What follows belongs to an exercise in optimizing a design on an open flow for small area and a short achievable clock period; a production flow would make more cautious choices. Only simulation tests tie the RTL to the original design; equivalence was not proved. Power figures rest on the tool's default switching activity, not on a simulated workload.

== zinc ==
## alu_top
module alu_top (
    input  logic        clk,
    input  logic        rst,
    input  logic        valid_instruction,
    input  logic [5:0]  opcode,
    input  logic [31:0] operand_a,
    input  logic [31:0] operand_b,
    input  logic        use_immediate,
    input  logic [31:0] immediate_value,
    output logic        resp_valid,
    output logic [31:0] resp_result,
    output logic        resp_carry,
    output logic        resp_overflow,
    output logic        resp_zero,
    output logic        resp_negative
);
Size: roughly 1000 cells after synthesis, ~120 flip-flops, ~140 I/O pins, roughly 8800 um^2 of cells after synthesis.
clock: 6.0 ns
lec_check: 0
cap_margin: 20
core_margin: 2
core_utilization: 65
cts_buf_list: sky130_fd_sc_hd__clkbuf_8
place_density: 0.75
setup_slack_margin: 3.2
slew_margin: 20
tns_end_percent: 100
standard.sh (not shown) runs the stock make flow with config.mk's settings and CLKGATE_MAP_FILE= SYNTH_SCRIPT=/design/flow/synth_recipe.tcl, a recipe that flattens the netlist after the stock synthesis.
==> flow/flow/run.sh <==
#!/bin/bash
# Own layout flow: the standard ORFS flow (standard.sh, standard synthesis
# unchanged) with two sizing changes: the I/O port buffers are inserted as
# buf_1 cells instead of the cell buffer_ports picks by default, and the
# resizer may swap cells across footprints (MATCH_CELL_FOOTPRINT=0), so those
# buffers and the logic can be upsized where timing needs it.
set -euo pipefail
export BUFFER_PORTS_ARGS="-buffer_cell sky130_fd_sc_hd__buf_1"
bash standard.sh MATCH_CELL_FOOTPRINT=0 finish > flow_make.log 2>&1
The flow did not stop early for zinc: all stages ran, and the layout cleared the timing, design-rule and antenna checks.
[inputs] nickel vs zinc
Settings: PLACE_DENSITY: 0.75 -> 0.7; CORE_UTILIZATION: 65 -> 60.
==> comparison <==
- Between zinc and nickel, the flow reports total number of tap cells increasing by a few percent.
- Re clock tree buffer count of the final layout: zinc was higher than nickel.
- Re number of sinks on the clock net: no difference whatsoever between zinc and nickel.
- [compare] base=zinc new=nickel: final area barely changed, portion of the layout cell area used by non-clock buffers comparable, global-route usage -3.9 points, sequential share of layout area about even, number of buffers inserted to repair setup after CTS now larger.
- Taking zinc as the reference point, the wire length of nickel falls by 0.85%.
- The transition time at the pin with the least slew margin reported for nickel is greater than that of zinc by 0.027 ns.
- nickel has clock latency reported for the late side of the worst-skew pair above what zinc had.
- nickel vs zinc, start point of the critical path: u_core.u_result_stage.resp_result[13]$_DFF_PP0_ vs u_core.u_result_stage.resp_result[4]$_DFF_PP0_
[inputs] garnet vs nickel
Settings: a change of PLACE_DENSITY from 0.7 to 0.8; a change of CORE_UTILIZATION from 60 to 70.
### Flow results
- garnet — combinational power about 4% higher, nickel as reference
- Between garnet and nickel, it is garnet whose layout overhead on the synthesized area is higher, by 0.67 points.
- Of garnet and nickel, the lower minimum setup slack in the final design belongs to garnet.
### garnet -> ember
Settings: a deleted PLACE_DENSITY that had been 0.8; a change of CORE_UTILIZATION from 70 to 50.
[summary]
Number of clock buffers in the layout: ember vs garnet down 3
Taking garnet as the reference, in ember delay of the slowest cell on the worst path went down 0.15 ns, setup slack after layout shows an increase of 0.29 ns, pin count of the biggest net entering global routing now sits lower, detailed-route wire length grew by about 1.4%, total power now sits lower.
Delta (ember minus garnet): die area climbed about 40%, hold slack dropped 0.0046 ns, met1 routed wirelength after detailed routing climbed 2200 um.
Changes in cedar relative to ember:
==> flow/flow/run.sh <==
#!/bin/bash
# Own layout flow: the standard ORFS flow (standard.sh, standard synthesis
# unchanged), with the I/O port buffers inserted as buf_1 cells instead of the
# cell buffer_ports picks by default. The resizer still upsizes them as needed.
set -euo pipefail
export BUFFER_PORTS_ARGS="-buffer_cell sky130_fd_sc_hd__buf_1"
bash standard.sh finish > flow_make.log 2>&1
--- outcome ---
cedar was carried through to the last stage, and its layout satisfied the timing, design-rule and antenna checks. Fraction of synthesized cell area in xor and xnor cells: cedar vs ember identical. The net load switching power was comparable across cedar and ember. Length of routed met3 wiring, cedar and ember: lower on ember. Comparing cedar against ember, there is no change at all in count of placed standard cells including taps. Delta (cedar minus ember): wire length was more or less identical, power per cell area was more or less identical, total power was more or less identical.

-- separate check: timing with driven ports --
The flow's constraints put no driver on any port. The routed layouts listed below were extracted and timed again, unchanged, in two steps. Step 1 sets driving cells, clkbuf_16 on the clock port and buf_2 on the other inputs (assumed; they add their load-dependent delay and slew). Step 2 moves the port delays by t, midway between the first and last clock arrival at a register: inputs arrive t later, outputs are due t later. That takes back most of the time a late clock gives input paths. a / b / c = no drivers / after step 1 / after step 2; a / b = the first two.
| run | t (ns) | setup slack, ns | worst data-port slew with drivers (ns) |
|---|---|---|---|
| zinc | 0.494 | 3.173 / 3.134 / 2.818 | 0.04 |
| nickel | 0.506 | 3.144 / 3.103 / 2.806 | 0.04 |
| garnet | 0.500 | 2.862 / 2.821 / 2.814 | 0.04 |
| ember | 0.492 | 3.148 / 3.108 / 2.887 | 0.04 |
| cedar | 0.489 | 3.144 / 3.104 / 2.886 | 0.04 |
After both steps setup and hold are still met in every run listed. For zinc, which loses most, drivers alone change the setup slack by -0.039 ns; drivers and shift together by -0.355 ns.
